This design comes from an exercise in tuning for small area, a short achievable clock period and few clock cycles per item on the open sky130 flow, not from production work.
At most, simulation tests tie the RTL to the original design; equivalence was not proved.
Only the layout flow was run in run 2; the RTL was not checked for function there.

==> flow/design.v (outline; a module is shown in full before it is edited, if it fits) <==
// module calibrated_field_angle: 1232 lines
module calibrated_field_angle (
	input  wire        clk,
	input  wire        arst_n,
	input  wire        sample_valid,
	output wire        sample_ready,
	input  wire [15:0] sample_field_x,
	input  wire [15:0] sample_field_y,
	input  wire        sample_read_failed,
	output wire        result_valid,
	input  wire        result_ready,
	output wire [15:0] result_angle,
	output wire        result_failed,
	input  wire        cfg_valid,
	output wire        cfg_ready,
	input  wire [2:0]  cfg_index,
	input  wire [15:0] cfg_data
);
  // ...
==> flow/flow/run.sh <==
#!/bin/bash
set -uo pipefail
bash standard.sh SETUP_SLACK_MARGIN=6.5 finish > standard_flow.log 2>&1
rc=$?
tail -5 standard_flow.log
exit $rc
==> flow/standard.sh <==
#!/bin/bash
# synth_recipe.tcl (not shown) runs the flow's synth.tcl, then flattens the netlist and writes it again
# the make line also repeats each setting of config.mk as NAME=value (left out here)
make -C /OpenROAD-flow-scripts/flow DESIGN_CONFIG=/design/flow/config.mk WORK_HOME=/design/flow/orfs CLKGATE_MAP_FILE= SYNTH_SCRIPT=/design/flow/synth_recipe.tcl "${@:-finish}"
==> flow/config.mk <==
export PLATFORM = sky130hd
export DESIGN_NAME = calibrated_field_angle
export DESIGN_NICKNAME = calibrated_field_angle
export VERILOG_FILES = /design/flow/design.v
export SDC_FILE = /design/flow/constraint.sdc
export NUM_CORES = 4
export LEC_CHECK = 0
export CAP_MARGIN = 20
export CORE_MARGIN = 2
export CORE_UTILIZATION = 40
export SLEW_MARGIN = 20
==> flow/constraint.sdc <==
create_clock -name core_clock -period 10.0 [get_ports {clk}]
set_input_delay 2.0000 -clock core_clock [delete_from_list [all_inputs] [get_ports {clk}]]
set_output_delay 2.0000 -clock core_clock [all_outputs]
set_load 0.01 [all_outputs]
==> impl_results.md, run 1 <==
* Outcome: finished clean
* Routed vias/inst at 5.410
* Most common cell after layout, fill and taps aside: dfxtp_1
* Ys Warns at 1
* Crit-path leading delay family: flip-flops
* Crit path to: result_angle[15]
* Post-Layout Cell Count at 15.20k
* Final period utilization at 0.3576
* Met1 global-route usage at 0.2926
* Share of cells above drive strength 1 at 0.1182
* Non-clock inverters at 575
* Hold path start: dec_s3[4]$_DFF_P_
* First-pass GRT wire length at 479.7 mm
* Reg2reg setup slack at 6.45 ns
* CP max FO at 1
* Combined area of the multi-input logic cells at 64920 µm²
* Gr usage total at 0.2202
* Htree depth at 4
* Crit-path cells: buf_2
* Max_slew headroom at 0.2570
* Diode count at 4
* Post-DRT Antenna Nets at 0
* Worst reg2reg startpoint: y_s2[31]$_DFF_P_
* Core Rows at 191
* GR peak layer: met2
* Final critical-path required period at 3.576 ns
* Cell taking the most area after synthesis: dfxtp_1
* Largest class: multi-input combinational cells
* Met3 WL post-DR at between 15 and 20 mm
* CTS clk-pin slew, worst paths at roughly 0.06 ns
* Core area at 270800 µm²
* Post-synthesis mux area share at 0.01010
Testbench counts, summed over its fixed seeds: cycles 32,168, items 32,000.
==> run 2, diff against run 1 <==
--- a/flow/design.v
+++ b/flow/design.v
@@ -22,5 +22,4 @@
 	reg  [17:0] x_scale3_q, y_scale3_q;      
 	wire        adv;
-	reg         rdy_q;
 	assign cfg_ready = 1'b1;
 	always @(posedge clk or negedge arst_n) begin
@@ -58,7 +57,7 @@
 	always @(posedge clk or negedge arst_n)
 		if (!arst_n) va <= 1'b0;
-		else va <= sample_valid && rdy_q;
+		else if (adv_0) va <= sample_valid;
 	always @(posedge clk)
-		begin
+		if (adv_0) begin
 			fx_a <= sample_field_x;
 			fy_a <= sample_field_y;
@@ -73,7 +72,7 @@
 	always @(posedge clk or negedge arst_n)
 		if (!arst_n) vb <= 1'b0;
-		else vb <= va;
+		else if (adv_0) vb <= va;
 	always @(posedge clk)
-		begin
+		if (adv_0) begin
 			ax_b <= dxp[16] ? dxn[15:0] : dxp[15:0];
 			ay_b <= dyp[16] ? dyn[15:0] : dyp[15:0];
@@ -500,27 +499,28 @@
 	wire my_s383 = ry6[17] ^ ry7[15];
 	wire my_c384 = ry6[17] & ry7[15];
-	reg         vm, npx_m, npy_m, bz_m, z_m;
+	reg         vm, f_m, npx_m, npy_m, bz_m, z_m;
 	reg  [31:0] as_m, ac_m, bs_m, bc_m;
 	always @(posedge clk or negedge arst_n)
 		if (!arst_n) vm <= 1'b0;
-		else vm <= vb;
+		else if (adv_0) vm <= vb;
 	always @(posedge clk)
-		begin
+		if (adv_0) begin
 			as_m  <= {rx7[17], rx7[16], mx_c190, mx_c188, mx_c186, mx_c184, mx_c182, mx_c180, mx_c178, mx_c176, mx_c174, mx_c172, mx_c170, mx_c168, mx_c166, mx_c164, mx_c162, mx_c160, mx_c158, mx_c156, mx_c154, mx_c152, mx_c150, mx_c148, mx_c146, mx_c144, mx_c142, rx2[0], rx0[3], rx0[2], rx0[1], rx0[0]};
 			ac_m  <= {1'b0, mx_c192, mx_s191, mx_s189, mx_s187, mx_s185, mx_s183, mx_s181, mx_s179, mx_s177, mx_s175, mx_s173, mx_s171, mx_s169, mx_s167, mx_s165, mx_s163, mx_s161, mx_s159, mx_s157, mx_s155, mx_s153, mx_s151, mx_s149, mx_s147, mx_s145, mx_s143, mx_s141, rx1[1], rx1[0], 1'b0, 1'b0};
 			bs_m  <= {ry7[17], ry7[16], my_c382, my_c380, my_c378, my_c376, my_c374, my_c372, my_c370, my_c368, my_c366, my_c364, my_c362, my_c360, my_c358, my_c356, my_c354, my_c352, my_c350, my_c348, my_c346, my_c344, my_c342, my_c340, my_c338, my_c336, my_c334, ry2[0], ry0[3], ry0[2], ry0[1], ry0[0]};
 			bc_m  <= {1'b0, my_c384, my_s383, my_s381, my_s379, my_s377, my_s375, my_s373, my_s371, my_s369, my_s367, my_s365, my_s363, my_s361, my_s359, my_s357, my_s355, my_s353, my_s351, my_s349, my_s347, my_s345, my_s343, my_s341, my_s339, my_s337, my_s335, my_s333, ry1[1], ry1[0], 1'b0, 1'b0};
-			npx_m <= f_b || (sx_b && !xz);
+			npx_m <= sx_b && !xz;
 			npy_m <= sy_b && !yz;
 			bz_m  <= yz;
-			z_m   <= f_b || (xz && yz);
+			z_m   <= xz && yz;
+			f_m   <= f_b;
 		end
-	reg         v_m2, npx_m2, npy_m2, bz_m2, z_m2;
+	reg         v_m2, f_m2, npx_m2, npy_m2, bz_m2, z_m2;
 	reg  [31:0] a_m2, b_m2;
 	always @(posedge clk or negedge arst_n)
 		if (!arst_n) v_m2 <= 1'b0;
-		else v_m2 <= vm;
+		else if (adv_1) v_m2 <= vm;
 	always @(posedge clk)
-		begin
+		if (adv_1) begin
 			a_m2   <= as_m + ac_m;
 			b_m2   <= bs_m + bc_m;
@@ -529,4 +529,5 @@
 			bz_m2  <= bz_m;
 			z_m2   <= z_m;
+			f_m2   <= f_m;
 		end
 	wire        d0 = npx_m2 ? (npy_m2 || bz_m2) : !npy_m2;
@@ -535,5 +536,5 @@
 	wire [32:0] x1_c = {1'b0, a_m2} + {1'b0, b_m2};
 	wire [32:0] y1_c = {1'b0, ym} - {1'b0, ys};
-	reg         v_c, z_c;
+	reg         v_c, f_c, z_c;
 	reg  [1:0]  dec_c;
 	reg  [32:0] x_c;
@@ -541,11 +542,12 @@
 	always @(posedge clk or negedge arst_n)
 		if (!arst_n) v_c <= 1'b0;
-		else v_c <= v_m2;
+		else if (adv_1) v_c <= v_m2;
 	always @(posedge clk)
-		begin
+		if (adv_1) begin
 			dec_c <= {d0, npx_m2};
 			x_c   <= x1_c;
 			y_c   <= y1_c;
 			z_c   <= z_m2;
+			f_c   <= f_m2;
 		end
 	wire d1 = !y_c[32];
@@ -558,5 +560,5 @@
 	wire [36:0] xt1 = {xe1, 1'b1} + {ysh1 ^ {36{!d1}}, !d1};
 	wire [32:0] x2 = xt1[33:1];
-	reg v_s0, z_s0;
+	reg v_s0, f_s0, z_s0;
 	reg [2:0] dec_s0;
 	reg [32:0] x_s0;
@@ -564,8 +566,9 @@
 	always @(posedge clk or negedge arst_n)
 		if (!arst_n) v_s0 <= 1'b0;
-		else v_s0 <= v_c;
+		else if (adv_1) v_s0 <= v_c;
 	always @(posedge clk)
-		begin
+		if (adv_1) begin
 			dec_s0 <= {d1, dec_c};
+			f_s0 <= f_c;
 			z_s0 <= z_c;
 			x_s0 <= x2;
@@ -581,5 +584,5 @@
 	wire [36:0] xt2 = {xe2, 1'b1} + {ysh2 ^ {36{!d2}}, !d2};
 	wire [33:0] x3 = xt2[34:1];
-	reg v_s1, z_s1;
+	reg v_s1, f_s1, z_s1;
 	reg [3:0] dec_s1;
 	reg [33:0] x_s1;
@@ -587,8 +590,9 @@
 	always @(posedge clk or negedge arst_n)
 		if (!arst_n) v_s1 <= 1'b0;
-		else v_s1 <= v_s0;
+		else if (adv_2) v_s1 <= v_s0;
 	always @(posedge clk)
-		begin
+		if (adv_2) begin
 			dec_s1 <= {d2, dec_s0};
+			f_s1 <= f_s0;
 			z_s1 <= z_s0;
 			x_s1 <= x3;
@@ -604,5 +608,5 @@
 	wire [36:0] xt3 = {xe3, 1'b1} + {ysh3 ^ {36{!d3}}, !d3};
 	wire [33:0] x4 = xt3[34:1];
-	reg v_s2, z_s2;
+	reg v_s2, f_s2, z_s2;
 	reg [4:0] dec_s2;
 	reg [33:0] x_s2;
@@ -610,8 +614,9 @@
 	always @(posedge clk or negedge arst_n)
 		if (!arst_n) v_s2 <= 1'b0;
-		else v_s2 <= v_s1;
+		else if (adv_2) v_s2 <= v_s1;
 	always @(posedge clk)
-		begin
+		if (adv_2) begin
 			dec_s2 <= {d3, dec_s1};
+			f_s2 <= f_s1;
 			z_s2 <= z_s1;
 			x_s2 <= x4;
@@ -627,5 +632,5 @@
 	wire [36:0] xt4 = {xe4, 1'b1} + {ysh4 ^ {36{!d4}}, !d4};
 	wire [33:0] x5 = xt4[34:1];
-	reg v_s3, z_s3;
+	reg v_s3, f_s3, z_s3;
 	reg [5:0] dec_s3;
 	reg [33:0] x_s3;
@@ -633,8 +638,9 @@
 	always @(posedge clk or negedge arst_n)
 		if (!arst_n) v_s3 <= 1'b0;
-		else v_s3 <= v_s2;
+		else if (adv_3) v_s3 <= v_s2;
 	always @(posedge clk)
-		begin
+		if (adv_3) begin
 			dec_s3 <= {d4, dec_s2};
+			f_s3 <= f_s2;
 			z_s3 <= z_s2;
 			x_s3 <= x5;
@@ -650,5 +656,5 @@
 	wire [36:0] xt5 = {xe5, 1'b1} + {ysh5 ^ {36{!d5}}, !d5};
 	wire [33:0] x6 = xt5[34:1];
-	reg v_s4, z_s4;
+	reg v_s4, f_s4, z_s4;
 	reg [6:0] dec_s4;
 	reg [33:0] x_s4;
@@ -656,8 +662,9 @@
 	always @(posedge clk or negedge arst_n)
 		if (!arst_n) v_s4 <= 1'b0;
-		else v_s4 <= v_s3;
+		else if (adv_3) v_s4 <= v_s3;
 	always @(posedge clk)
-		begin
+		if (adv_3) begin
 			dec_s4 <= {d5, dec_s3};
+			f_s4 <= f_s3;
 			z_s4 <= z_s3;
 			x_s4 <= x6;
@@ -673,5 +680,5 @@
 	wire [36:0] xt6 = {xe6, 1'b1} + {ysh6 ^ {36{!d6}}, !d6};
 	wire [33:0] x7 = xt6[34:1];
-	reg v_s5, z_s5;
+	reg v_s5, f_s5, z_s5;
 	reg [7:0] dec_s5;
 	reg [33:0] x_s5;
@@ -679,8 +686,9 @@
 	always @(posedge clk or negedge arst_n)
 		if (!arst_n) v_s5 <= 1'b0;
-		else v_s5 <= v_s4;
+		else if (adv_3) v_s5 <= v_s4;
 	always @(posedge clk)
-		begin
+		if (adv_3) begin
 			dec_s5 <= {d6, dec_s4};
+			f_s5 <= f_s4;
 			z_s5 <= z_s4;
 			x_s5 <= x7;
@@ -696,5 +704,5 @@
 	wire [36:0] xt7 = {xe7, 1'b1} + {ysh7 ^ {36{!d7}}, !d7};
 	wire [33:0] x8 = xt7[34:1];
-	reg v_s6, z_s6;
+	reg v_s6, f_s6, z_s6;
 	reg [8:0] dec_s6;
 	reg [33:0] x_s6;
@@ -702,8 +710,9 @@
 	always @(posedge clk or negedge arst_n)
 		if (!arst_n) v_s6 <= 1'b0;
-		else v_s6 <= v_s5;
+		else if (adv_4) v_s6 <= v_s5;
 	always @(posedge clk)
-		begin
+		if (adv_4) begin
 			dec_s6 <= {d7, dec_s5};
+			f_s6 <= f_s5;
 			z_s6 <= z_s5;
 			x_s6 <= x8;
@@ -719,5 +728,5 @@
 	wire [36:0] xt8 = {xe8, 1'b1} + {ysh8 ^ {36{!d8}}, !d8};
 	wire [33:0] x9 = xt8[34:1];
-	reg v_s7, z_s7;
+	reg v_s7, f_s7, z_s7;
 	reg [9:0] dec_s7;
 	reg [33:0] x_s7;
@@ -725,8 +734,9 @@
 	always @(posedge clk or negedge arst_n)
 		if (!arst_n) v_s7 <= 1'b0;
-		else v_s7 <= v_s6;
+		else if (adv_4) v_s7 <= v_s6;
 	always @(posedge clk)
-		begin
+		if (adv_4) begin
 			dec_s7 <= {d8, dec_s6};
+			f_s7 <= f_s6;
 			z_s7 <= z_s6;
 			x_s7 <= x9;
@@ -742,5 +752,5 @@
 	wire [36:0] xt9 = {xe9, 1'b1} + {ysh9 ^ {36{!d9}}, !d9};
 	wire [33:0] x10 = xt9[34:1];
-	reg v_s8, z_s8;
+	reg v_s8, f_s8, z_s8;
 	reg [10:0] dec_s8;
 	reg [33:0] x_s8;
@@ -748,8 +758,9 @@
 	always @(posedge clk or negedge arst_n)
 		if (!arst_n) v_s8 <= 1'b0;
-		else v_s8 <= v_s7;
+		else if (adv_4) v_s8 <= v_s7;
 	always @(posedge clk)
-		begin
+		if (adv_4) begin
 			dec_s8 <= {d9, dec_s7};
+			f_s8 <= f_s7;
 			z_s8 <= z_s7;
 			x_s8 <= x10;
@@ -765,5 +776,5 @@
 	wire [36:0] xt10 = {xe10, 1'b1} + {ysh10 ^ {36{!d10}}, !d10};
 	wire [33:0] x11 = xt10[34:1];
-	reg v_s9, z_s9;
+	reg v_s9, f_s9, z_s9;
 	reg [11:0] dec_s9;
 	reg [33:0] x_s9;
@@ -771,8 +782,9 @@
 	always @(posedge clk or negedge arst_n)
 		if (!arst_n) v_s9 <= 1'b0;
-		else v_s9 <= v_s8;
+		else if (adv_5) v_s9 <= v_s8;
 	always @(posedge clk)
-		begin
+		if (adv_5) begin
 			dec_s9 <= {d10, dec_s8};
+			f_s9 <= f_s8;
 			z_s9 <= z_s8;
 			x_s9 <= x11;
@@ -788,5 +800,5 @@
 	wire [36:0] xt11 = {xe11, 1'b1} + {ysh11 ^ {36{!d11}}, !d11};
 	wire [33:0] x12 = xt11[34:1];
-	reg v_s10, z_s10;
+	reg v_s10, f_s10, z_s10;
 	reg [12:0] dec_s10;
 	reg [33:0] x_s10;
@@ -794,8 +806,9 @@
 	always @(posedge clk or negedge arst_n)
 		if (!arst_n) v_s10 <= 1'b0;
-		else v_s10 <= v_s9;
+		else if (adv_5) v_s10 <= v_s9;
 	always @(posedge clk)
-		begin
+		if (adv_5) begin
 			dec_s10 <= {d11, dec_s9};
+			f_s10 <= f_s9;
 			z_s10 <= z_s9;
 			x_s10 <= x12;
@@ -811,5 +824,5 @@
 	wire [36:0] xt12 = {xe12, 1'b1} + {ysh12 ^ {36{!d12}}, !d12};
 	wire [33:0] x13 = xt12[34:1];
-	reg v_s11, z_s11;
+	reg v_s11, f_s11, z_s11;
 	reg [13:0] dec_s11;
 	reg [33:0] x_s11;
@@ -817,8 +830,9 @@
 	always @(posedge clk or negedge arst_n)
 		if (!arst_n) v_s11 <= 1'b0;
-		else v_s11 <= v_s10;
+		else if (adv_6) v_s11 <= v_s10;
 	always @(posedge clk)
-		begin
+		if (adv_6) begin
 			dec_s11 <= {d12, dec_s10};
+			f_s11 <= f_s10;
 			z_s11 <= z_s10;
 			x_s11 <= x13;
@@ -834,5 +848,5 @@
 	wire [36:0] xt13 = {xe13, 1'b1} + {ysh13 ^ {36{!d13}}, !d13};
 	wire [33:0] x14 = xt13[34:1];
-	reg v_s12, z_s12;
+	reg v_s12, f_s12, z_s12;
 	reg [14:0] dec_s12;
 	reg [33:0] x_s12;
@@ -840,8 +854,9 @@
 	always @(posedge clk or negedge arst_n)
 		if (!arst_n) v_s12 <= 1'b0;
-		else v_s12 <= v_s11;
+		else if (adv_6) v_s12 <= v_s11;
 	always @(posedge clk)
-		begin
+		if (adv_6) begin
 			dec_s12 <= {d13, dec_s11};
+			f_s12 <= f_s11;
 			z_s12 <= z_s11;
 			x_s12 <= x14;
@@ -855,377 +870,337 @@
 	wire [36:0] yt14 = {ye14, 1'b1} + {xs14 ^ {36{d14}}, d14};
 	wire [20:0] y15 = yt14[21:1];
-	wire d15 = !y15[20];
-	reg v_s13, z_s13;
-	reg [16:0] dec_s13;
+	reg v_s13, f_s13, z_s13;
+	reg [15:0] dec_s13;
+	reg [33:0] x_s13;
+	reg [20:0] y_s13;
 	always @(posedge clk or negedge arst_n)
 		if (!arst_n) v_s13 <= 1'b0;
-		else v_s13 <= v_s12;
+		else if (adv_6) v_s13 <= v_s12;
 	always @(posedge clk)
-		begin
-			dec_s13 <= {d15, d14, dec_s12};
+		if (adv_6) begin
+			dec_s13 <= {d14, dec_s12};
+			f_s13 <= f_s12;
 			z_s13 <= z_s12;
+			x_s13 <= x_s12;
+			y_s13 <= y15;
+		end
+	wire d15 = !y_s13[20];
+	reg v_s14, f_s14, z_s14;
+	reg [16:0] dec_s14;
+	always @(posedge clk or negedge arst_n)
+		if (!arst_n) v_s14 <= 1'b0;
+		else if (adv_7) v_s14 <= v_s13;
+	always @(posedge clk)
+		if (adv_7) begin
+			dec_s14 <= {d15, dec_s13};
+			f_s14 <= f_s13;
+			z_s14 <= z_s13;
 		end
-	wire fz_t = z_s13;
 	reg [31:0] g0_t;
 	always @* begin
-		case ({fz_t, dec_s13[3], dec_s13[2], dec_s13[1], dec_s13[0]})
-			5'd0: g0_t = 32'hB8FAADE9;
-			5'd1: g0_t = 32'h38FAADE9;
-			5'd2: g0_t = 32'hF8FAADE9;
-			5'd3: g0_t = 32'h78FAADE9;
-			5'd4: g0_t = 32'hDEC2B823;
-			5'd5: g0_t = 32'h5EC2B823;
-			5'd6: g0_t = 32'h1EC2B823;
-			5'd7: g0_t = 32'h9EC2B823;
-			5'd8: g0_t = 32'hCCF11E9F;
-			5'd9: g0_t = 32'h4CF11E9F;
-			5'd10: g0_t = 32'h0CF11E9F;
-			5'd11: g0_t = 32'h8CF11E9F;
-			5'd12: g0_t = 32'hF2B928D9;
-			5'd13: g0_t = 32'h72B928D9;
-			5'd14: g0_t = 32'h32B928D9;
-			5'd15: g0_t = 32'hB2B928D9;
-			default: g0_t = 32'h00010000;
+		case ({dec_s14[3], dec_s14[2], dec_s14[1], dec_s14[0]})
+			4'd0: g0_t = 32'hB8F9ADE9;
+			4'd1: g0_t = 32'h38F9ADE9;
+			4'd2: g0_t = 32'hF8F9ADE9;
+			4'd3: g0_t = 32'h78F9ADE9;
+			4'd4: g0_t = 32'hDEC1B823;
+			4'd5: g0_t = 32'h5EC1B823;
+			4'd6: g0_t = 32'h1EC1B823;
+			4'd7: g0_t = 32'h9EC1B823;
+			4'd8: g0_t = 32'hCCF01E9F;
+			4'd9: g0_t = 32'h4CF01E9F;
+			4'd10: g0_t = 32'h0CF01E9F;
+			4'd11: g0_t = 32'h8CF01E9F;
+			4'd12: g0_t = 32'hF2B828D9;
+			4'd13: g0_t = 32'h72B828D9;
+			4'd14: g0_t = 32'h32B828D9;
+			4'd15: g0_t = 32'hB2B828D9;
+			default: g0_t = 32'h0;
 		endcase
 	end
 	reg [31:0] g1_t;
 	always @* begin
-		case ({fz_t, dec_s13[7], dec_s13[6], dec_s13[5], dec_s13[4]})
-			5'd0: g1_t = 32'h00000000;
-			5'd1: g1_t = 32'h0A2223A8;
-			5'd2: g1_t = 32'h05161A86;
-			5'd3: g1_t = 32'h0F383E2E;
-			5'd4: g1_t = 32'h028BAFC2;
-			5'd5: g1_t = 32'h0CADD36A;
-			5'd6: g1_t = 32'h07A1CA48;
-			5'd7: g1_t = 32'h11C3EDF0;
-			5'd8: g1_t = 32'h0145EC3C;
-			5'd9: g1_t = 32'h0B680FE4;
-			5'd10: g1_t = 32'h065C06C2;
-			5'd11: g1_t = 32'h107E2A6A;
-			5'd12: g1_t = 32'h03D19BFE;
-			5'd13: g1_t = 32'h0DF3BFA6;
-			5'd14: g1_t = 32'h08E7B684;
-			5'd15: g1_t = 32'h1309DA2C;
-			default: g1_t = 32'h00000000;
+		case ({dec_s14[7], dec_s14[6], dec_s14[5], dec_s14[4]})
+			4'd0: g1_t = 32'h00000000;
+			4'd1: g1_t = 32'h0A2223A8;
+			4'd2: g1_t = 32'h05161A86;
+			4'd3: g1_t = 32'h0F383E2E;
+			4'd4: g1_t = 32'h028BAFC2;
+			4'd5: g1_t = 32'h0CADD36A;
+			4'd6: g1_t = 32'h07A1CA48;
+			4'd7: g1_t = 32'h11C3EDF0;
+			4'd8: g1_t = 32'h0145EC3C;
+			4'd9: g1_t = 32'h0B680FE4;
+			4'd10: g1_t = 32'h065C06C2;
+			4'd11: g1_t = 32'h107E2A6A;
+			4'd12: g1_t = 32'h03D19BFE;
+			4'd13: g1_t = 32'h0DF3BFA6;
+			4'd14: g1_t = 32'h08E7B684;
+			4'd15: g1_t = 32'h1309DA2C;
+			default: g1_t = 32'h0;
 		endcase
 	end
 	reg [31:0] g2_t;
 	always @* begin
-		case ({fz_t, dec_s13[11], dec_s13[10], dec_s13[9], dec_s13[8]})
-			5'd0: g2_t = 32'h00000000;
-			5'd1: g2_t = 32'h00A2F8AA;
-			5'd2: g2_t = 32'h00517CA6;
-			5'd3: g2_t = 32'h00F47550;
-			5'd4: g2_t = 32'h0028BE5E;
-			5'd5: g2_t = 32'h00CBB708;
-			5'd6: g2_t = 32'h007A3B04;
-			5'd7: g2_t = 32'h011D33AE;
-			5'd8: g2_t = 32'h00145F30;
-			5'd9: g2_t = 32'h00B757DA;
-			5'd10: g2_t = 32'h0065DBD6;
-			5'd11: g2_t = 32'h0108D480;
-			5'd12: g2_t = 32'h003D1D8E;
-			5'd13: g2_t = 32'h00E01638;
-			5'd14: g2_t = 32'h008E9A34;
-			5'd15: g2_t = 32'h013192DE;
-			default: g2_t = 32'h00000000;
+		case ({dec_s14[11], dec_s14[10], dec_s14[9], dec_s14[8]})
+			4'd0: g2_t = 32'h00000000;
+			4'd1: g2_t = 32'h00A2F8AA;
+			4'd2: g2_t = 32'h00517CA6;
+			4'd3: g2_t = 32'h00F47550;
+			4'd4: g2_t = 32'h0028BE5E;
+			4'd5: g2_t = 32'h00CBB708;
+			4'd6: g2_t = 32'h007A3B04;
+			4'd7: g2_t = 32'h011D33AE;
+			4'd8: g2_t = 32'h00145F30;
+			4'd9: g2_t = 32'h00B757DA;
+			4'd10: g2_t = 32'h0065DBD6;
+			4'd11: g2_t = 32'h0108D480;
+			4'd12: g2_t = 32'h003D1D8E;
+			4'd13: g2_t = 32'h00E01638;
+			4'd14: g2_t = 32'h008E9A34;
+			4'd15: g2_t = 32'h013192DE;
+			default: g2_t = 32'h0;
 		endcase
 	end
 	reg [31:0] g3_t;
 	always @* begin
-		case ({fz_t, dec_s13[16], dec_s13[15], dec_s13[14], dec_s13[13], dec_s13[12]})
-			6'd0: g3_t = 32'h00000000;
-			6'd1: g3_t = 32'h000A2F98;
-			6'd2: g3_t = 32'h000517CC;
-			6'd3: g3_t = 32'h000F4764;
-			6'd4: g3_t = 32'h00028BE6;
-			6'd5: g3_t = 32'h000CBB7E;
-			6'd6: g3_t = 32'h0007A3B2;
-			6'd7: g3_t = 32'h0011D34A;
-			6'd8: g3_t = 32'h000145F2;
-			6'd9: g3_t = 32'h000B758A;
-			6'd10: g3_t = 32'h00065DBE;
-			6'd11: g3_t = 32'h00108D56;
-			6'd12: g3_t = 32'h0003D1D8;
-			6'd13: g3_t = 32'h000E0170;
-			6'd14: g3_t = 32'h0008E9A4;
-			6'd15: g3_t = 32'h0013193C;
-			6'd16: g3_t = 32'h0000A2F8;
-			6'd17: g3_t = 32'h000AD290;
-			6'd18: g3_t = 32'h0005BAC4;
-			6'd19: g3_t = 32'h000FEA5C;
-			6'd20: g3_t = 32'h00032EDE;
-			6'd21: g3_t = 32'h000D5E76;
-			6'd22: g3_t = 32'h000846AA;
-			6'd23: g3_t = 32'h00127642;
-			6'd24: g3_t = 32'h0001E8EA;
-			6'd25: g3_t = 32'h000C1882;
-			6'd26: g3_t = 32'h000700B6;
-			6'd27: g3_t = 32'h0011304E;
-			6'd28: g3_t = 32'h000474D0;
-			6'd29: g3_t = 32'h000EA468;
-			6'd30: g3_t = 32'h00098C9C;
-			6'd31: g3_t = 32'h0013BC34;
-			default: g3_t = 32'h00000000;
+		case ({dec_s14[16], dec_s14[15], dec_s14[14], dec_s14[13], dec_s14[12]})
+			5'd0: g3_t = 32'h00000000;
+			5'd1: g3_t = 32'h000A2F98;
+			5'd2: g3_t = 32'h000517CC;
+			5'd3: g3_t = 32'h000F4764;
+			5'd4: g3_t = 32'h00028BE6;
+			5'd5: g3_t = 32'h000CBB7E;
+			5'd6: g3_t = 32'h0007A3B2;
+			5'd7: g3_t = 32'h0011D34A;
+			5'd8: g3_t = 32'h000145F2;
+			5'd9: g3_t = 32'h000B758A;
+			5'd10: g3_t = 32'h00065DBE;
+			5'd11: g3_t = 32'h00108D56;
+			5'd12: g3_t = 32'h0003D1D8;
+			5'd13: g3_t = 32'h000E0170;
+			5'd14: g3_t = 32'h0008E9A4;
+			5'd15: g3_t = 32'h0013193C;
+			5'd16: g3_t = 32'h0000A2F8;
+			5'd17: g3_t = 32'h000AD290;
+			5'd18: g3_t = 32'h0005BAC4;
+			5'd19: g3_t = 32'h000FEA5C;
+			5'd20: g3_t = 32'h00032EDE;
+			5'd21: g3_t = 32'h000D5E76;
+			5'd22: g3_t = 32'h000846AA;
+			5'd23: g3_t = 32'h00127642;
+			5'd24: g3_t = 32'h0001E8EA;
+			5'd25: g3_t = 32'h000C1882;
+			5'd26: g3_t = 32'h000700B6;
+			5'd27: g3_t = 32'h0011304E;
+			5'd28: g3_t = 32'h000474D0;
+			5'd29: g3_t = 32'h000EA468;
+			5'd30: g3_t = 32'h00098C9C;
+			5'd31: g3_t = 32'h0013BC34;
+			default: g3_t = 32'h0;
 		endcase
 	end
-	wire t_s385 = g0_t[16] ^ g1_t[16];
-	wire t_c386 = g0_t[16] & g1_t[16];
-	wire t_s387 = g0_t[17] ^ g1_t[17] ^ g2_t[17];
-	wire t_c388 = (g0_t[17] & g1_t[17]) | (g0_t[17] & g2_t[17]) | (g1_t[17] & g2_t[17]);
-	wire t_s389 = g1_t[18] ^ g2_t[18];
-	wire t_c390 = g1_t[18] & g2_t[18];
-	wire t_s391 = g0_t[19] ^ g1_t[19] ^ g2_t[19];
-	wire t_c392 = (g0_t[19] & g1_t[19]) | (g0_t[19] & g2_t[19]) | (g1_t[19] & g2_t[19]);
-	wire t_s393 = g0_t[20] ^ g1_t[20] ^ g2_t[20];
-	wire t_c394 = (g0_t[20] & g1_t[20]) | (g0_t[20] & g2_t[20]) | (g1_t[20] & g2_t[20]);
-	wire t_s395 = g0_t[21] ^ g1_t[21];
-	wire t_c396 = g0_t[21] & g1_t[21];
-	wire t_s397 = g0_t[22] ^ g1_t[22];
-	wire t_c398 = g0_t[22] & g1_t[22];
-	wire t_s399 = g0_t[23] ^ g1_t[23];
-	wire t_c400 = g0_t[23] & g1_t[23];
-	wire t_s401 = g0_t[1] ^ g1_t[1];
-	wire t_c402 = g0_t[1] & g1_t[1];
-	wire t_s403 = g0_t[2] ^ g1_t[2] ^ g2_t[2];
-	wire t_c404 = (g0_t[2] & g1_t[2]) | (g0_t[2] & g2_t[2]) | (g1_t[2] & g2_t[2]);
-	wire t_s405 = g0_t[3] ^ g1_t[3] ^ g2_t[3];
-	wire t_c406 = (g0_t[3] & g1_t[3]) | (g0_t[3] & g2_t[3]) | (g1_t[3] & g2_t[3]);
-	wire t_s407 = g0_t[4] ^ g1_t[4] ^ g2_t[4];
-	wire t_c408 = (g0_t[4] & g1_t[4]) | (g0_t[4] & g2_t[4]) | (g1_t[4] & g2_t[4]);
-	wire t_s409 = g0_t[5] ^ g1_t[5] ^ g2_t[5];
-	wire t_c410 = (g0_t[5] & g1_t[5]) | (g0_t[5] & g2_t[5]) | (g1_t[5] & g2_t[5]);
-	wire t_s411 = g0_t[6] ^ g1_t[6] ^ g2_t[6];
-	wire t_c412 = (g0_t[6] & g1_t[6]) | (g0_t[6] & g2_t[6]) | (g1_t[6] & g2_t[6]);
-	wire t_s413 = g0_t[7] ^ g1_t[7] ^ g2_t[7];
-	wire t_c414 = (g0_t[7] & g1_t[7]) | (g0_t[7] & g2_t[7]) | (g1_t[7] & g2_t[7]);
-	wire t_s415 = g0_t[8] ^ g1_t[8] ^ g2_t[8];
-	wire t_c416 = (g0_t[8] & g1_t[8]) | (g0_t[8] & g2_t[8]) | (g1_t[8] & g2_t[8]);
-	wire t_s417 = g0_t[9] ^ g1_t[9] ^ g2_t[9];
-	wire t_c418 = (g0_t[9] & g1_t[9]) | (g0_t[9] & g2_t[9]) | (g1_t[9] & g2_t[9]);
-	wire t_s419 = g0_t[10] ^ g1_t[10] ^ g2_t[10];
-	wire t_c420 = (g0_t[10] & g1_t[10]) | (g0_t[10] & g2_t[10]) | (g1_t[10] & g2_t[10]);
-	wire t_s421 = g0_t[11] ^ g1_t[11] ^ g2_t[11];
-	wire t_c422 = (g0_t[11] & g1_t[11]) | (g0_t[11] & g2_t[11]) | (g1_t[11] & g2_t[11]);
-	wire t_s423 = g0_t[12] ^ g1_t[12] ^ g2_t[12];
-	wire t_c424 = (g0_t[12] & g1_t[12]) | (g0_t[12] & g2_t[12]) | (g1_t[12] & g2_t[12]);
-	wire t_s425 = g0_t[13] ^ g1_t[13] ^ g2_t[13];
-	wire t_c426 = (g0_t[13] & g1_t[13]) | (g0_t[13] & g2_t[13]) | (g1_t[13] & g2_t[13]);
-	wire t_s427 = g1_t[14] ^ g2_t[14];
-	wire t_c428 = g1_t[14] & g2_t[14];
-	wire t_s429 = g0_t[15] ^ g1_t[15] ^ g2_t[15];
-	wire t_c430 = (g0_t[15] & g1_t[15]) | (g0_t[15] & g2_t[15]) | (g1_t[15] & g2_t[15]);
-	wire t_s431 = g2_t[16] ^ g3_t[16] ^ !zero_angle_q[0];
-	wire t_c432 = (g2_t[16] & g3_t[16]) | (g2_t[16] & !zero_angle_q[0]) | (g3_t[16] & !zero_angle_q[0]);
-	wire t_s433 = g3_t[17] ^ !zero_angle_q[1] ^ t_c386;
-	wire t_c434 = (g3_t[17] & !zero_angle_q[1]) | (g3_t[17] & t_c386) | (!zero_angle_q[1] & t_c386);
-	wire t_s435 = g3_t[18] ^ !zero_angle_q[2] ^ t_c388;
-	wire t_c436 = (g3_t[18] & !zero_angle_q[2]) | (g3_t[18] & t_c388) | (!zero_angle_q[2] & t_c388);
-	wire t_s437 = g3_t[19] ^ !zero_angle_q[3] ^ t_c390;
-	wire t_c438 = (g3_t[19] & !zero_angle_q[3]) | (g3_t[19] & t_c390) | (!zero_angle_q[3] & t_c390);
-	wire t_s439 = g3_t[20] ^ !zero_angle_q[4] ^ t_c392;
-	wire t_c440 = (g3_t[20] & !zero_angle_q[4]) | (g3_t[20] & t_c392) | (!zero_angle_q[4] & t_c392);
-	wire t_s441 = g2_t[21] ^ !zero_angle_q[5] ^ t_c394;
-	wire t_c442 = (g2_t[21] & !zero_angle_q[5]) | (g2_t[21] & t_c394) | (!zero_angle_q[5] & t_c394);
-	wire t_s443 = g2_t[22] ^ !zero_angle_q[6] ^ t_c396;
-	wire t_c444 = (g2_t[22] & !zero_angle_q[6]) | (g2_t[22] & t_c396) | (!zero_angle_q[6] & t_c396);
-	wire t_s445 = g2_t[23] ^ !zero_angle_q[7] ^ t_c398;
-	wire t_c446 = (g2_t[23] & !zero_angle_q[7]) | (g2_t[23] & t_c398) | (!zero_angle_q[7] & t_c398);
-	wire t_s447 = g1_t[24] ^ g2_t[24] ^ !zero_angle_q[8];
-	wire t_c448 = (g1_t[24] & g2_t[24]) | (g1_t[24] & !zero_angle_q[8]) | (g2_t[24] & !zero_angle_q[8]);
-	wire t_s449 = g0_t[25] ^ g1_t[25];
-	wire t_c450 = g0_t[25] & g1_t[25];
-	wire t_s451 = g0_t[26] ^ g1_t[26];
-	wire t_c452 = g0_t[26] & g1_t[26];
-	wire t_s453 = g0_t[27] ^ g1_t[27];
-	wire t_c454 = g0_t[27] & g1_t[27];
-	wire t_s455 = g0_t[28] ^ g1_t[28];
-	wire t_c456 = g0_t[28] & g1_t[28];
-	wire t_s457 = g2_t[1] ^ g3_t[1];
-	wire t_c458 = g2_t[1] & g3_t[1];
-	wire t_s459 = g3_t[2] ^ t_c402 ^ t_s403;
-	wire t_c460 = (g3_t[2] & t_c402) | (g3_t[2] & t_s403) | (t_c402 & t_s403);
-	wire t_s461 = g3_t[3] ^ t_c404 ^ t_s405;
-	wire t_c462 = (g3_t[3] & t_c404) | (g3_t[3] & t_s405) | (t_c404 & t_s405);
-	wire t_s463 = g3_t[4] ^ t_c406 ^ t_s407;
-	wire t_c464 = (g3_t[4] & t_c406) | (g3_t[4] & t_s407) | (t_c406 & t_s407);
-	wire t_s465 = g3_t[5] ^ t_c408 ^ t_s409;
-	wire t_c466 = (g3_t[5] & t_c408) | (g3_t[5] & t_s409) | (t_c408 & t_s409);
-	wire t_s467 = g3_t[6] ^ t_c410 ^ t_s411;
-	wire t_c468 = (g3_t[6] & t_c410) | (g3_t[6] & t_s411) | (t_c410 & t_s411);
-	wire t_s469 = g3_t[7] ^ t_c412 ^ t_s413;
-	wire t_c470 = (g3_t[7] & t_c412) | (g3_t[7] & t_s413) | (t_c412 & t_s413);
-	wire t_s471 = g3_t[8] ^ t_c414 ^ t_s415;
-	wire t_c472 = (g3_t[8] & t_c414) | (g3_t[8] & t_s415) | (t_c414 & t_s415);
-	wire t_s473 = g3_t[9] ^ t_c416 ^ t_s417;
-	wire t_c474 = (g3_t[9] & t_c416) | (g3_t[9] & t_s417) | (t_c416 & t_s417);
-	wire t_s475 = g3_t[10] ^ t_c418 ^ t_s419;
-	wire t_c476 = (g3_t[10] & t_c418) | (g3_t[10] & t_s419) | (t_c418 & t_s419);
-	wire t_s477 = g3_t[11] ^ t_c420 ^ t_s421;
-	wire t_c478 = (g3_t[11] & t_c420) | (g3_t[11] & t_s421) | (t_c420 & t_s421);
-	wire t_s479 = g3_t[12] ^ t_c422 ^ t_s423;
-	wire t_c480 = (g3_t[12] & t_c422) | (g3_t[12] & t_s423) | (t_c422 & t_s423);
-	wire t_s481 = g3_t[13] ^ t_c424 ^ t_s425;
-	wire t_c482 = (g3_t[13] & t_c424) | (g3_t[13] & t_s425) | (t_c424 & t_s425);
-	wire t_s483 = g3_t[14] ^ t_c426 ^ t_s427;
-	wire t_c484 = (g3_t[14] & t_c426) | (g3_t[14] & t_s427) | (t_c426 & t_s427);
-	wire t_s485 = g3_t[15] ^ t_c428 ^ t_s429;
-	wire t_c486 = (g3_t[15] & t_c428) | (g3_t[15] & t_s429) | (t_c428 & t_s429);
-	wire t_s487 = t_s385 ^ t_c430 ^ t_s431;
-	wire t_c488 = (t_s385 & t_c430) | (t_s385 & t_s431) | (t_c430 & t_s431);
-	wire t_s489 = t_s387 ^ t_c432 ^ t_s433;
-	wire t_c490 = (t_s387 & t_c432) | (t_s387 & t_s433) | (t_c432 & t_s433);
-	wire t_s491 = t_s389 ^ t_c434 ^ t_s435;
-	wire t_c492 = (t_s389 & t_c434) | (t_s389 & t_s435) | (t_c434 & t_s435);
-	wire t_s493 = t_s391 ^ t_c436 ^ t_s437;
-	wire t_c494 = (t_s391 & t_c436) | (t_s391 & t_s437) | (t_c436 & t_s437);
-	wire t_s495 = t_s393 ^ t_c438 ^ t_s439;
-	wire t_c496 = (t_s393 & t_c438) | (t_s393 & t_s439) | (t_c438 & t_s439);
-	wire t_s497 = t_s395 ^ t_c440 ^ t_s441;
-	wire t_c498 = (t_s395 & t_c440) | (t_s395 & t_s441) | (t_c440 & t_s441);
-	wire t_s499 = t_s397 ^ t_c442 ^ t_s443;
-	wire t_c500 = (t_s397 & t_c442) | (t_s397 & t_s443) | (t_c442 & t_s443);
-	wire t_s501 = t_s399 ^ t_c444 ^ t_s445;
-	wire t_c502 = (t_s399 & t_c444) | (t_s399 & t_s445) | (t_c444 & t_s445);
-	wire t_s503 = t_c400 ^ t_c446 ^ t_s447;
-	wire t_c504 = (t_c400 & t_c446) | (t_c400 & t_s447) | (t_c446 & t_s447);
-	wire t_s505 = !zero_angle_q[9] ^ t_c448 ^ t_s449;
-	wire t_c506 = (!zero_angle_q[9] & t_c448) | (!zero_angle_q[9] & t_s449) | (t_c448 & t_s449);
-	wire t_s507 = !zero_angle_q[10] ^ t_c450 ^ t_s451;
-	wire t_c508 = (!zero_angle_q[10] & t_c450) | (!zero_angle_q[10] & t_s451) | (t_c450 & t_s451);
-	wire t_s509 = !zero_angle_q[11] ^ t_c452 ^ t_s453;
-	wire t_c510 = (!zero_angle_q[11] & t_c452) | (!zero_angle_q[11] & t_s453) | (t_c452 & t_s453);
-	wire t_s511 = !zero_angle_q[12] ^ t_c454 ^ t_s455;
-	wire t_c512 = (!zero_angle_q[12] & t_c454) | (!zero_angle_q[12] & t_s455) | (t_c454 & t_s455);
-	wire t_s513 = g0_t[29] ^ !zero_angle_q[13] ^ t_c456;
-	wire t_c514 = (g0_t[29] & !zero_angle_q[13]) | (g0_t[29] & t_c456) | (!zero_angle_q[13] & t_c456);
-	wire t_s515 = g0_t[30] ^ !zero_angle_q[14];
-	wire t_c516 = g0_t[30] & !zero_angle_q[14];
-	wire t_s517 = g0_t[31] ^ !zero_angle_q[15];
-	wire t_c518 = g0_t[31] & !zero_angle_q[15];
-	wire [31:0] r0_t = {t_c516, t_c514, t_c512, t_c510, t_c508, t_c506, t_c504, t_c502, t_c500, t_c498, t_c496, t_c494, t_c492, t_c490, t_c488, t_c486, t_c484, t_c482, t_c480, t_c478, t_c476, t_c474, t_c472, t_c470, t_c468, t_c466, t_c464, t_c462, t_c460, t_c458, t_s401, g0_t[0]};
-	wire [31:0] r1_t = {t_s517, t_s515, t_s513, t_s511, t_s509, t_s507, t_s505, t_s503, t_s501, t_s499, t_s497, t_s495, t_s493, t_s491, t_s489, t_s487, t_s485, t_s483, t_s481, t_s479, t_s477, t_s475, t_s473, t_s471, t_s469, t_s467, t_s465, t_s463, t_s461, t_s459, t_s457, 1'b0};
-	wire [16:0] lo_t = {1'b0, r0_t[15:0]} + {1'b0, r1_t[15:0]};
-	reg         v_t1, f_t1, c0_t1, c1_t1;
-	reg  [15:0] ra_t1, rb_t1;
+	wire t_s385 = g0_t[1] ^ g1_t[1];
+	wire t_c386 = g0_t[1] & g1_t[1];
+	wire t_s387 = g0_t[2] ^ g1_t[2] ^ g2_t[2];
+	wire t_c388 = (g0_t[2] & g1_t[2]) | (g0_t[2] & g2_t[2]) | (g1_t[2] & g2_t[2]);
+	wire t_s389 = g0_t[3] ^ g1_t[3] ^ g2_t[3];
+	wire t_c390 = (g0_t[3] & g1_t[3]) | (g0_t[3] & g2_t[3]) | (g1_t[3] & g2_t[3]);
+	wire t_s391 = g0_t[4] ^ g1_t[4] ^ g2_t[4];
+	wire t_c392 = (g0_t[4] & g1_t[4]) | (g0_t[4] & g2_t[4]) | (g1_t[4] & g2_t[4]);
+	wire t_s393 = g0_t[5] ^ g1_t[5] ^ g2_t[5];
+	wire t_c394 = (g0_t[5] & g1_t[5]) | (g0_t[5] & g2_t[5]) | (g1_t[5] & g2_t[5]);
+	wire t_s395 = g0_t[6] ^ g1_t[6] ^ g2_t[6];
+	wire t_c396 = (g0_t[6] & g1_t[6]) | (g0_t[6] & g2_t[6]) | (g1_t[6] & g2_t[6]);
+	wire t_s397 = g0_t[7] ^ g1_t[7] ^ g2_t[7];
+	wire t_c398 = (g0_t[7] & g1_t[7]) | (g0_t[7] & g2_t[7]) | (g1_t[7] & g2_t[7]);
+	wire t_s399 = g0_t[8] ^ g1_t[8] ^ g2_t[8];
+	wire t_c400 = (g0_t[8] & g1_t[8]) | (g0_t[8] & g2_t[8]) | (g1_t[8] & g2_t[8]);
+	wire t_s401 = g0_t[9] ^ g1_t[9] ^ g2_t[9];
+	wire t_c402 = (g0_t[9] & g1_t[9]) | (g0_t[9] & g2_t[9]) | (g1_t[9] & g2_t[9]);
+	wire t_s403 = g0_t[10] ^ g1_t[10] ^ g2_t[10];
+	wire t_c404 = (g0_t[10] & g1_t[10]) | (g0_t[10] & g2_t[10]) | (g1_t[10] & g2_t[10]);
+	wire t_s405 = g0_t[11] ^ g1_t[11] ^ g2_t[11];
+	wire t_c406 = (g0_t[11] & g1_t[11]) | (g0_t[11] & g2_t[11]) | (g1_t[11] & g2_t[11]);
+	wire t_s407 = g0_t[12] ^ g1_t[12] ^ g2_t[12];
+	wire t_c408 = (g0_t[12] & g1_t[12]) | (g0_t[12] & g2_t[12]) | (g1_t[12] & g2_t[12]);
+	wire t_s409 = g0_t[13] ^ g1_t[13] ^ g2_t[13];
+	wire t_c410 = (g0_t[13] & g1_t[13]) | (g0_t[13] & g2_t[13]) | (g1_t[13] & g2_t[13]);
+	wire t_s411 = g1_t[14] ^ g2_t[14];
+	wire t_c412 = g1_t[14] & g2_t[14];
+	wire t_s413 = g0_t[15] ^ g1_t[15] ^ g2_t[15];
+	wire t_c414 = (g0_t[15] & g1_t[15]) | (g0_t[15] & g2_t[15]) | (g1_t[15] & g2_t[15]);
+	wire t_s415 = g0_t[16] ^ g1_t[16] ^ g2_t[16];
+	wire t_c416 = (g0_t[16] & g1_t[16]) | (g0_t[16] & g2_t[16]) | (g1_t[16] & g2_t[16]);
+	wire t_s417 = g1_t[17] ^ g2_t[17];
+	wire t_c418 = g1_t[17] & g2_t[17];
+	wire t_s419 = g1_t[18] ^ g2_t[18];
+	wire t_c420 = g1_t[18] & g2_t[18];
+	wire t_s421 = g0_t[19] ^ g1_t[19] ^ g2_t[19];
+	wire t_c422 = (g0_t[19] & g1_t[19]) | (g0_t[19] & g2_t[19]) | (g1_t[19] & g2_t[19]);
+	wire t_s423 = g0_t[20] ^ g1_t[20] ^ g2_t[20];
+	wire t_c424 = (g0_t[20] & g1_t[20]) | (g0_t[20] & g2_t[20]) | (g1_t[20] & g2_t[20]);
+	wire t_s425 = g0_t[21] ^ g1_t[21];
+	wire t_c426 = g0_t[21] & g1_t[21];
+	wire t_s427 = g0_t[22] ^ g1_t[22];
+	wire t_c428 = g0_t[22] & g1_t[22];
+	wire t_s429 = g0_t[23] ^ g1_t[23];
+	wire t_c430 = g0_t[23] & g1_t[23];
+	wire t_s431 = g2_t[1] ^ g3_t[1];
+	wire t_c432 = g2_t[1] & g3_t[1];
+	wire t_s433 = g3_t[2] ^ t_c386 ^ t_s387;
+	wire t_c434 = (g3_t[2] & t_c386) | (g3_t[2] & t_s387) | (t_c386 & t_s387);
+	wire t_s435 = g3_t[3] ^ t_c388 ^ t_s389;
+	wire t_c436 = (g3_t[3] & t_c388) | (g3_t[3] & t_s389) | (t_c388 & t_s389);
+	wire t_s437 = g3_t[4] ^ t_c390 ^ t_s391;
+	wire t_c438 = (g3_t[4] & t_c390) | (g3_t[4] & t_s391) | (t_c390 & t_s391);
+	wire t_s439 = g3_t[5] ^ t_c392 ^ t_s393;
+	wire t_c440 = (g3_t[5] & t_c392) | (g3_t[5] & t_s393) | (t_c392 & t_s393);
+	wire t_s441 = g3_t[6] ^ t_c394 ^ t_s395;
+	wire t_c442 = (g3_t[6] & t_c394) | (g3_t[6] & t_s395) | (t_c394 & t_s395);
+	wire t_s443 = g3_t[7] ^ t_c396 ^ t_s397;
+	wire t_c444 = (g3_t[7] & t_c396) | (g3_t[7] & t_s397) | (t_c396 & t_s397);
+	wire t_s445 = g3_t[8] ^ t_c398 ^ t_s399;
+	wire t_c446 = (g3_t[8] & t_c398) | (g3_t[8] & t_s399) | (t_c398 & t_s399);
+	wire t_s447 = g3_t[9] ^ t_c400 ^ t_s401;
+	wire t_c448 = (g3_t[9] & t_c400) | (g3_t[9] & t_s401) | (t_c400 & t_s401);
+	wire t_s449 = g3_t[10] ^ t_c402 ^ t_s403;
+	wire t_c450 = (g3_t[10] & t_c402) | (g3_t[10] & t_s403) | (t_c402 & t_s403);
+	wire t_s451 = g3_t[11] ^ t_c404 ^ t_s405;
+	wire t_c452 = (g3_t[11] & t_c404) | (g3_t[11] & t_s405) | (t_c404 & t_s405);
+	wire t_s453 = g3_t[12] ^ t_c406 ^ t_s407;
+	wire t_c454 = (g3_t[12] & t_c406) | (g3_t[12] & t_s407) | (t_c406 & t_s407);
+	wire t_s455 = g3_t[13] ^ t_c408 ^ t_s409;
+	wire t_c456 = (g3_t[13] & t_c408) | (g3_t[13] & t_s409) | (t_c408 & t_s409);
+	wire t_s457 = g3_t[14] ^ t_c410 ^ t_s411;
+	wire t_c458 = (g3_t[14] & t_c410) | (g3_t[14] & t_s411) | (t_c410 & t_s411);
+	wire t_s459 = g3_t[15] ^ t_c412 ^ t_s413;
+	wire t_c460 = (g3_t[15] & t_c412) | (g3_t[15] & t_s413) | (t_c412 & t_s413);
+	wire t_s461 = g3_t[16] ^ t_c414 ^ t_s415;
+	wire t_c462 = (g3_t[16] & t_c414) | (g3_t[16] & t_s415) | (t_c414 & t_s415);
+	wire t_s463 = g3_t[17] ^ t_c416 ^ t_s417;
+	wire t_c464 = (g3_t[17] & t_c416) | (g3_t[17] & t_s417) | (t_c416 & t_s417);
+	wire t_s465 = g3_t[18] ^ t_c418 ^ t_s419;
+	wire t_c466 = (g3_t[18] & t_c418) | (g3_t[18] & t_s419) | (t_c418 & t_s419);
+	wire t_s467 = g3_t[19] ^ t_c420 ^ t_s421;
+	wire t_c468 = (g3_t[19] & t_c420) | (g3_t[19] & t_s421) | (t_c420 & t_s421);
+	wire t_s469 = g3_t[20] ^ t_c422 ^ t_s423;
+	wire t_c470 = (g3_t[20] & t_c422) | (g3_t[20] & t_s423) | (t_c422 & t_s423);
+	wire t_s471 = g2_t[21] ^ t_c424 ^ t_s425;
+	wire t_c472 = (g2_t[21] & t_c424) | (g2_t[21] & t_s425) | (t_c424 & t_s425);
+	wire t_s473 = g2_t[22] ^ t_c426 ^ t_s427;
+	wire t_c474 = (g2_t[22] & t_c426) | (g2_t[22] & t_s427) | (t_c426 & t_s427);
+	wire t_s475 = g2_t[23] ^ t_c428 ^ t_s429;
+	wire t_c476 = (g2_t[23] & t_c428) | (g2_t[23] & t_s429) | (t_c428 & t_s429);
+	wire t_s477 = g1_t[24] ^ g2_t[24] ^ t_c430;
+	wire t_c478 = (g1_t[24] & g2_t[24]) | (g1_t[24] & t_c430) | (g2_t[24] & t_c430);
+	wire t_s479 = g0_t[25] ^ g1_t[25];
+	wire t_c480 = g0_t[25] & g1_t[25];
+	wire t_s481 = g0_t[26] ^ g1_t[26];
+	wire t_c482 = g0_t[26] & g1_t[26];
+	wire t_s483 = g0_t[27] ^ g1_t[27];
+	wire t_c484 = g0_t[27] & g1_t[27];
+	wire t_s485 = g0_t[28] ^ g1_t[28];
+	wire t_c486 = g0_t[28] & g1_t[28];
+	reg         v_t1, f_t1, z_t1;
+	reg  [31:0] ts_t1, tc_t1;
 	always @(posedge clk or negedge arst_n)
 		if (!arst_n) v_t1 <= 1'b0;
-		else v_t1 <= v_s13;
+		else if (adv_7) v_t1 <= v_s14;
 	always @(posedge clk)
-		begin
-			ra_t1 <= r0_t[31:16] ^ {16{reverse_dir_q}};
-			rb_t1 <= r1_t[31:16] ^ {16{reverse_dir_q}};
-			c0_t1 <= lo_t[16];
-			c1_t1 <= reverse_dir_q && !lo_t[16];
-			f_t1  <= fz_t && dec_s13[0];      
-		end
-	wire [15:0] sum = ra_t1 + rb_t1 + {14'd0, c1_t1, c0_t1};
-	wire [15:0] ang = f_t1 ? 16'd0 : sum;
-	wire        vp  = v_t1;
-	wire        fp  = f_t1;
-	reg         out_v_q;
-	reg  [15:0] out_ang_q;
-	reg         out_fail_q;
-	reg  [16:0] fifo0_q;
-	reg  [16:0] fifo1_q;
-	reg  [16:0] fifo2_q;
-	reg  [16:0] fifo3_q;
-	reg  [16:0] fifo4_q;
-	reg  [16:0] fifo5_q;
-	reg  [16:0] fifo6_q;
-	reg  [16:0] fifo7_q;
-	reg  [16:0] fifo8_q;
-	reg  [16:0] fifo9_q;
-	reg  [16:0] fifo10_q;
-	reg  [16:0] fifo11_q;
-	reg  [16:0] fifo12_q;
-	reg  [16:0] fifo13_q;
-	reg  [16:0] fifo14_q;
-	reg  [16:0] fifo15_q;
-	reg  [16:0] fifo16_q;
-	reg  [16:0] fifo17_q;
-	reg  [16:0] fifo18_q;
-	reg  [16:0] fifo19_q;
-	reg  [16:0] fifo20_q;
-	reg  [16:0] fifo_rd;
-	always @* begin
-		case (rd_q)
-			0: fifo_rd = fifo0_q;
-			1: fifo_rd = fifo1_q;
-			2: fifo_rd = fifo2_q;
-			3: fifo_rd = fifo3_q;
-			4: fifo_rd = fifo4_q;
-			5: fifo_rd = fifo5_q;
-			6: fifo_rd = fifo6_q;
-			7: fifo_rd = fifo7_q;
-			8: fifo_rd = fifo8_q;
-			9: fifo_rd = fifo9_q;
-			10: fifo_rd = fifo10_q;
-			11: fifo_rd = fifo11_q;
-			12: fifo_rd = fifo12_q;
-			13: fifo_rd = fifo13_q;
-			14: fifo_rd = fifo14_q;
-			15: fifo_rd = fifo15_q;
-			16: fifo_rd = fifo16_q;
-			17: fifo_rd = fifo17_q;
-			18: fifo_rd = fifo18_q;
-			19: fifo_rd = fifo19_q;
-			20: fifo_rd = fifo20_q;
-			default: fifo_rd = 17'd0;
-		endcase
-	end
-	reg  [5-1:0] wr_q, rd_q;
-	reg  [5:0] cnt_q;                   
-	reg  [5-1:0] occ_q;                 
-	assign adv = 1'b1;
-	wire        take  = out_v_q && result_ready;
-	wire        acc   = sample_valid && rdy_q;
-	wire        load  = !out_v_q || take;            
-	wire        from_fifo = load && (cnt_q != 0);
-	wire        direct = load && (cnt_q == 0) && vp;
-	wire        push  = vp && !direct;
-	wire [5-1:0] occ_n = occ_q + {{(5-1){1'b0}}, acc} - {{(5-1){1'b0}}, take};
+		if (adv_7) begin
+			ts_t1 <= {g0_t[31], g0_t[30], g0_t[29], t_c484, t_c482, t_c480, t_c478, t_c476, t_c474, t_c472, t_c470, t_c468, t_c466, t_c464, t_c462, t_c460, t_c458, t_c456, t_c454, t_c452, t_c450, t_c448, t_c446, t_c444, t_c442, t_c440, t_c438, t_c436, t_c434, t_c432, t_s385, g0_t[0]};
+			tc_t1 <= {1'b0, 1'b0, t_c486, t_s485, t_s483, t_s481, t_s479, t_s477, t_s475, t_s473, t_s471, t_s469, t_s467, t_s465, t_s463, t_s461, t_s459, t_s457, t_s455, t_s453, t_s451, t_s449, t_s447, t_s445, t_s443, t_s441, t_s439, t_s437, t_s435, t_s433, t_s431, 1'b0};
+			f_t1  <= f_s14;
+			z_t1  <= z_s14;
+		end
+	wire [31:0] acc_t = ts_t1 + tc_t1;
+	reg         vp, fp;
+	reg  [15:0] theta_p;
+	always @(posedge clk or negedge arst_n)
+		if (!arst_n) vp <= 1'b0;
+		else if (adv) vp <= v_t1;
+	always @(posedge clk)
+		if (adv) begin
+			fp      <= f_t1;
+			theta_p <= z_t1 ? 16'd0 : acc_t[31:16];
+		end
+	wire [15:0] diff  = theta_p - zero_angle_q;
+	wire [15:0] ndiff = zero_angle_q - theta_p;
+	wire [15:0] ang   = fp ? 16'd0 : (reverse_dir_q ? ndiff : diff);
+	reg         out_v_q, skid_v_q;
+	reg  [15:0] out_ang_q, skid_ang_q;
+	reg         out_fail_q, skid_fail_q;
+	wire        skid_set = out_v_q && !result_ready && vp;
+	reg         rdy_q;
+	always @(posedge clk or negedge arst_n)
+		if (!arst_n) rdy_q <= 1'b1;
+		else rdy_q <= rdy_q ? !skid_set : result_ready;
+	assign adv = !skid_v_q;
+	reg         skid0_q;
+	always @(posedge clk or negedge arst_n)
+		if (!arst_n) skid0_q <= 1'b0;
+		else skid0_q <= skid0_q ? !result_ready : skid_set;
+	wire        adv_0 = !skid0_q;
+	reg         skid1_q;
+	always @(posedge clk or negedge arst_n)
+		if (!arst_n) skid1_q <= 1'b0;
+		else skid1_q <= skid1_q ? !result_ready : skid_set;
+	wire        adv_1 = !skid1_q;
+	reg         skid2_q;
+	always @(posedge clk or negedge arst_n)
+		if (!arst_n) skid2_q <= 1'b0;
+		else skid2_q <= skid2_q ? !result_ready : skid_set;
+	wire        adv_2 = !skid2_q;
+	reg         skid3_q;
+	always @(posedge clk or negedge arst_n)
+		if (!arst_n) skid3_q <= 1'b0;
+		else skid3_q <= skid3_q ? !result_ready : skid_set;
+	wire        adv_3 = !skid3_q;
+	reg         skid4_q;
+	always @(posedge clk or negedge arst_n)
+		if (!arst_n) skid4_q <= 1'b0;
+		else skid4_q <= skid4_q ? !result_ready : skid_set;
+	wire        adv_4 = !skid4_q;
+	reg         skid5_q;
+	always @(posedge clk or negedge arst_n)
+		if (!arst_n) skid5_q <= 1'b0;
+		else skid5_q <= skid5_q ? !result_ready : skid_set;
+	wire        adv_5 = !skid5_q;
+	reg         skid6_q;
+	always @(posedge clk or negedge arst_n)
+		if (!arst_n) skid6_q <= 1'b0;
+		else skid6_q <= skid6_q ? !result_ready : skid_set;
+	wire        adv_6 = !skid6_q;
+	reg         skid7_q;
+	always @(posedge clk or negedge arst_n)
+		if (!arst_n) skid7_q <= 1'b0;
+		else skid7_q <= skid7_q ? !result_ready : skid_set;
+	wire        adv_7 = !skid7_q;
 	always @(posedge clk or negedge arst_n) begin
 		if (!arst_n) begin
-			out_v_q <= 1'b0;
-			wr_q    <= {5{1'b0}};
-			rd_q    <= {5{1'b0}};
-			cnt_q   <= {(5+1){1'b0}};
-			occ_q   <= {5{1'b0}};
-			rdy_q   <= 1'b1;
-		end else begin
-			if (load) out_v_q <= from_fifo || vp;
-			if (push) wr_q <= (wr_q == 20) ? {5{1'b0}} : wr_q + 1'b1;
-			if (from_fifo) rd_q <= (rd_q == 20) ? {5{1'b0}} : rd_q + 1'b1;
-			cnt_q <= cnt_q + {{5{1'b0}}, push} - {{5{1'b0}}, from_fifo};
-			occ_q <= occ_n;
-			rdy_q <= occ_n < 5'd22;
+			out_v_q  <= 1'b0;
+			skid_v_q <= 1'b0;
+		end else if (skid_v_q) begin
+			if (result_ready) skid_v_q <= 1'b0;
+		end else if (!out_v_q || result_ready) begin
+			out_v_q <= vp;
+		end else if (vp) begin
+			skid_v_q <= 1'b1;
 		end
 	end
 	always @(posedge clk) begin
-		if (push && wr_q == 0) fifo0_q <= {fp, ang};
-		if (push && wr_q == 1) fifo1_q <= {fp, ang};
-		if (push && wr_q == 2) fifo2_q <= {fp, ang};
-		if (push && wr_q == 3) fifo3_q <= {fp, ang};
-		if (push && wr_q == 4) fifo4_q <= {fp, ang};
-		if (push && wr_q == 5) fifo5_q <= {fp, ang};
-		if (push && wr_q == 6) fifo6_q <= {fp, ang};
-		if (push && wr_q == 7) fifo7_q <= {fp, ang};
-		if (push && wr_q == 8) fifo8_q <= {fp, ang};
-		if (push && wr_q == 9) fifo9_q <= {fp, ang};
-		if (push && wr_q == 10) fifo10_q <= {fp, ang};
-		if (push && wr_q == 11) fifo11_q <= {fp, ang};
-		if (push && wr_q == 12) fifo12_q <= {fp, ang};
-		if (push && wr_q == 13) fifo13_q <= {fp, ang};
-		if (push && wr_q == 14) fifo14_q <= {fp, ang};
-		if (push && wr_q == 15) fifo15_q <= {fp, ang};
-		if (push && wr_q == 16) fifo16_q <= {fp, ang};
-		if (push && wr_q == 17) fifo17_q <= {fp, ang};
-		if (push && wr_q == 18) fifo18_q <= {fp, ang};
-		if (push && wr_q == 19) fifo19_q <= {fp, ang};
-		if (push && wr_q == 20) fifo20_q <= {fp, ang};
-		if (from_fifo) {out_fail_q, out_ang_q} <= fifo_rd;
-		else if (direct) {out_fail_q, out_ang_q} <= {fp, ang};
+		if (skid_v_q) begin
+			if (result_ready) begin
+				out_ang_q  <= skid_ang_q;
+				out_fail_q <= skid_fail_q;
+			end
+		end else if (!out_v_q || result_ready) begin
+			out_ang_q  <= ang;
+			out_fail_q <= fp;
+		end else begin
+			skid_ang_q  <= ang;
+			skid_fail_q <= fp;
+		end
 	end
 	assign result_valid  = out_v_q;
==> flow/flow/run.sh (replaced) <==
#!/bin/bash
set -uo pipefail
bash standard.sh SETUP_SLACK_MARGIN=6.3 finish > standard_flow.log 2>&1
rc=$?
tail -5 standard_flow.log
exit $rc
==> impl_results.md, run 2 <==
* Worst R2R Path Depth at 14
* Register area share after synthesis at 0.4267
* Combined area of the multi-input logic cells at 63630 µm² (-2.0%)
* Final critical-path required period at 3.920 ns (+0.3440 ns)
* Max Cap Viol at 0
* Buf+Inv Stages, Crit Path at 1
* Slowest cell on crit path: or4_4
* CTS clk-pin slew, worst paths at 0.07 ns (about the same)
* Hpwl dp at 221.3 mm
* Crit path largest cell delay at 0.43 ns
* Critical path class: flop to flop
* Outcome: finished clean
* CP Depth at 14
* Vias in the first global route at approximately 80k
* Ys Warns at 1 (unchanged)
* Htree depth at 4 (unchanged)
* Measured slew at the worst slew-check pin at ~1.1 ns
* Register area at ~48000 µm²
* Final period utilization at 0.3920 (+0.03440)
* Most common cell after layout, fill and taps aside: edfxtp_1
* CTS tree: yes
* Clk sinks at 1651
* WL/cell at 20.89 µm
* Dpl cell area at 117400 µm²
* Syn Area/Cell at ~11 µm²
* Routability cong. at 0.9221
* DR iter-0 viols at 6924
* Ys async rst share at 0.09085
* Post-synth top cells: edfxtp_1 (1417), xnor2_1 (1019), ha_1 (965), nand2_1 (812), o21ai_0 (709)
* Core Rows at 194 (+1.6%)
* Crit path DAT at 4.54 ns
* Main flop type after synthesis: edfxtp_1
* First-pass GRT wire length at 467.6 mm (-2.5%)
* Most frequent cell after synthesis: edfxtp_1
* CP max FO at 6 (+5)
* Layout filler cell count at 25.73k
* Gr ovfl total at 0
* Share of cells above drive strength 1 at 0.1152 (-0.002962)
* Cell taking the most area after synthesis: edfxtp_1
* Synth cell types at 100
* Synthesized flop and latch total at 1651
* Worst Setup SP: y_s3[30]$_DFFE_PN_
* Pre-Repair DR Iteration Count at 6
* Full die area at 285400 µm²
* Synth top area share at 0.3783
* Reg2reg setup slack at 6.08 ns (-0.37 ns)
* Gr usage total at 0.2067 (-0.01349)
* Post-Syn Nets at 11.92k
* Crit path to: y_s4[28]$_DFFE_PN_
* Routed vias/inst at 5.521 (+2.0%)
* CTS max path bufs at 4
* Effective utilization at floorplan at 0.4022
* Drt drc at 0
* Max_slew headroom at 0.2555 (-0.001515)
* Setup TNS at 0 ns
* Post-DRT Antenna Nets at 0 (unchanged)
* Crit-path cells: buf_6 > xnor2_2 > ha_1 > nor2b_4 > o31a_1 > o41a_1 > a211o_1 > a2111oi_4 > nor2_2 > o221a_4 > or4_4 > a31oi_4 > o21ai_2 > xnor2_1
* Crit-path leading delay family: compound AO/OA/AOI/OAI gates
* Unrepaired setup endpoints after global routing: yes
* Final Skew at 0.06436 ns
* Worst reg2reg path endpoint: y_s4[28]$_DFFE_PN_
* Worst reg2reg startpoint: y_s3[30]$_DFFE_PN_
* Core area at 279600 µm² (+3.3%)
* Die Wd at 534.3 µm
[run 2: cell types whose count changed in the layout (fill, tap and decap cells not counted), moves of 29 or more]
cell | previous run | this run
nor2b_1 | 210 | 149
ha_1 | 952 | 923
a21oi_1 | 594 | 626
nand3_1 | 212 | 170
edfxtp_1 | 374 | 1417
nand2_1 | 729 | 808
xor2_1 | 563 | 505
dfxtp_1 | 1343 | 84
nor2_1 | 523 | 552
a21oi_2 | 84 | 49
a22oi_1 | 252 | 118
nand2b_1 | 186 | 117
[run 2: logic make-up after synthesis]
group           Yosys count  synth area share
buf+inv                 956           0.03222
other cells               1        0.00003334
xor+xnor               1540            0.1199
fa+ha+maj              1180            0.1456
compound gates         2826            0.1622
mux                     132           0.01243
flops                  1651            0.4267
simple gates           2401            0.1009
[run 2: area by class of cell]
| type | count | share of cell area |
|---|---|---|
| multi-input cells | 8082 | 0.4909 |
| flip-flops and latches | 1651 | 0.3705 |
| clock buffers | 243 | 0.04073 |
| well taps | 3724 | 0.03595 |
| repair buffers | 446 | 0.03416 |
| inverters | 573 | 0.01723 |
| clock inverters | 115 | 0.01041 |
| diodes | 5 | 0.00009653 |
[run 2: what timing repair did]
| action | 4_1_cts | 5_1_grt |
|---|---|---|
| pin swaps | 77 | 224 |
| cloned | 12 | 14 |
| resized for setup | 306 | 409 |
| setup buffers | 87 | 156 |
| setup endpoints to repair | 441 | 265 |
[run 2: metrics by stage]
stage | setup slack, ns | cells
final | 6.080 | 14839
after global routing | 5.914 | 14839
after detailed placement | 5.034 | 14206
after CTS | 6.051 | 14663
after floorplan | 5.899 | 10687
after global placement | 5.011 | 14200
[run 2: metal layers]
layer | global-route usage | routed length [µm]
met5 | 0 | 0
met4 | 0.05769 | 9064
met3 | 0.02412 | 14820
met1 | 0.2891 | 142200
met2 | 0.3375 | 144000
[run 2: worst min path at each step]
stage	cells past startpoint	end	slack [ns]	start
finish	0	z_s4$_DFFE_PN_	0.38	z_s3$_DFFE_PN_
global route	0	dec_s9[2]$_DFFE_PN_	0.39	dec_s8[2]$_DFFE_PN_
CTS	0	dec_s9[2]$_DFFE_PN_	0.38	dec_s8[2]$_DFFE_PN_
detailed placement	0	ts_t1[31]$_DFFE_PN_	0.39	g0_t[31]$_DFF_P_
global placement	0	ts_t1[31]$_DFFE_PN_	0.39	g0_t[31]$_DFF_P_
floorplan	0	ts_t1[30]$_DFFE_PN_	0.39	g0_t[30]$_DFF_P_

## afterwards: timing with drivers on the ports
The flow's constraints put no driver on any port. The routed layouts listed below were extracted and timed again, unchanged, in two steps. Step 1: set_driving_cell puts a clkbuf_16 on clk and a buf_2 on each other input, an assumption about the parent block. Step 2 adds t to the input delays and takes it off the output delays; t is the mean of the earliest and latest rising clock arrival at the registers after step 1. Input paths then give back, and output paths get back, about the clock's delay inside the block. a / b / c = ideal ports / drivers / drivers and shift; a / b = the first two.
| run | shift t [ns] | slack for setup (ns) | worst setup path at the end | clock arrival spread, ns | pins driven straight from the clock port |
|---|---|---|---|---|---|
| run 1 | 0.941 | 6.424 / 6.336 / 5.961 | input to register | 0.085 / 0.085 | 1 |
| run 2 | 0.947 | 6.080 / 6.080 / 5.705 | input to register | 0.073 / 0.073 | 1 |
After both steps setup and hold are still met in every run listed. The setup slack of run 1, which loses most, moves by -0.088 ns with the drivers and by -0.463 ns with both steps.
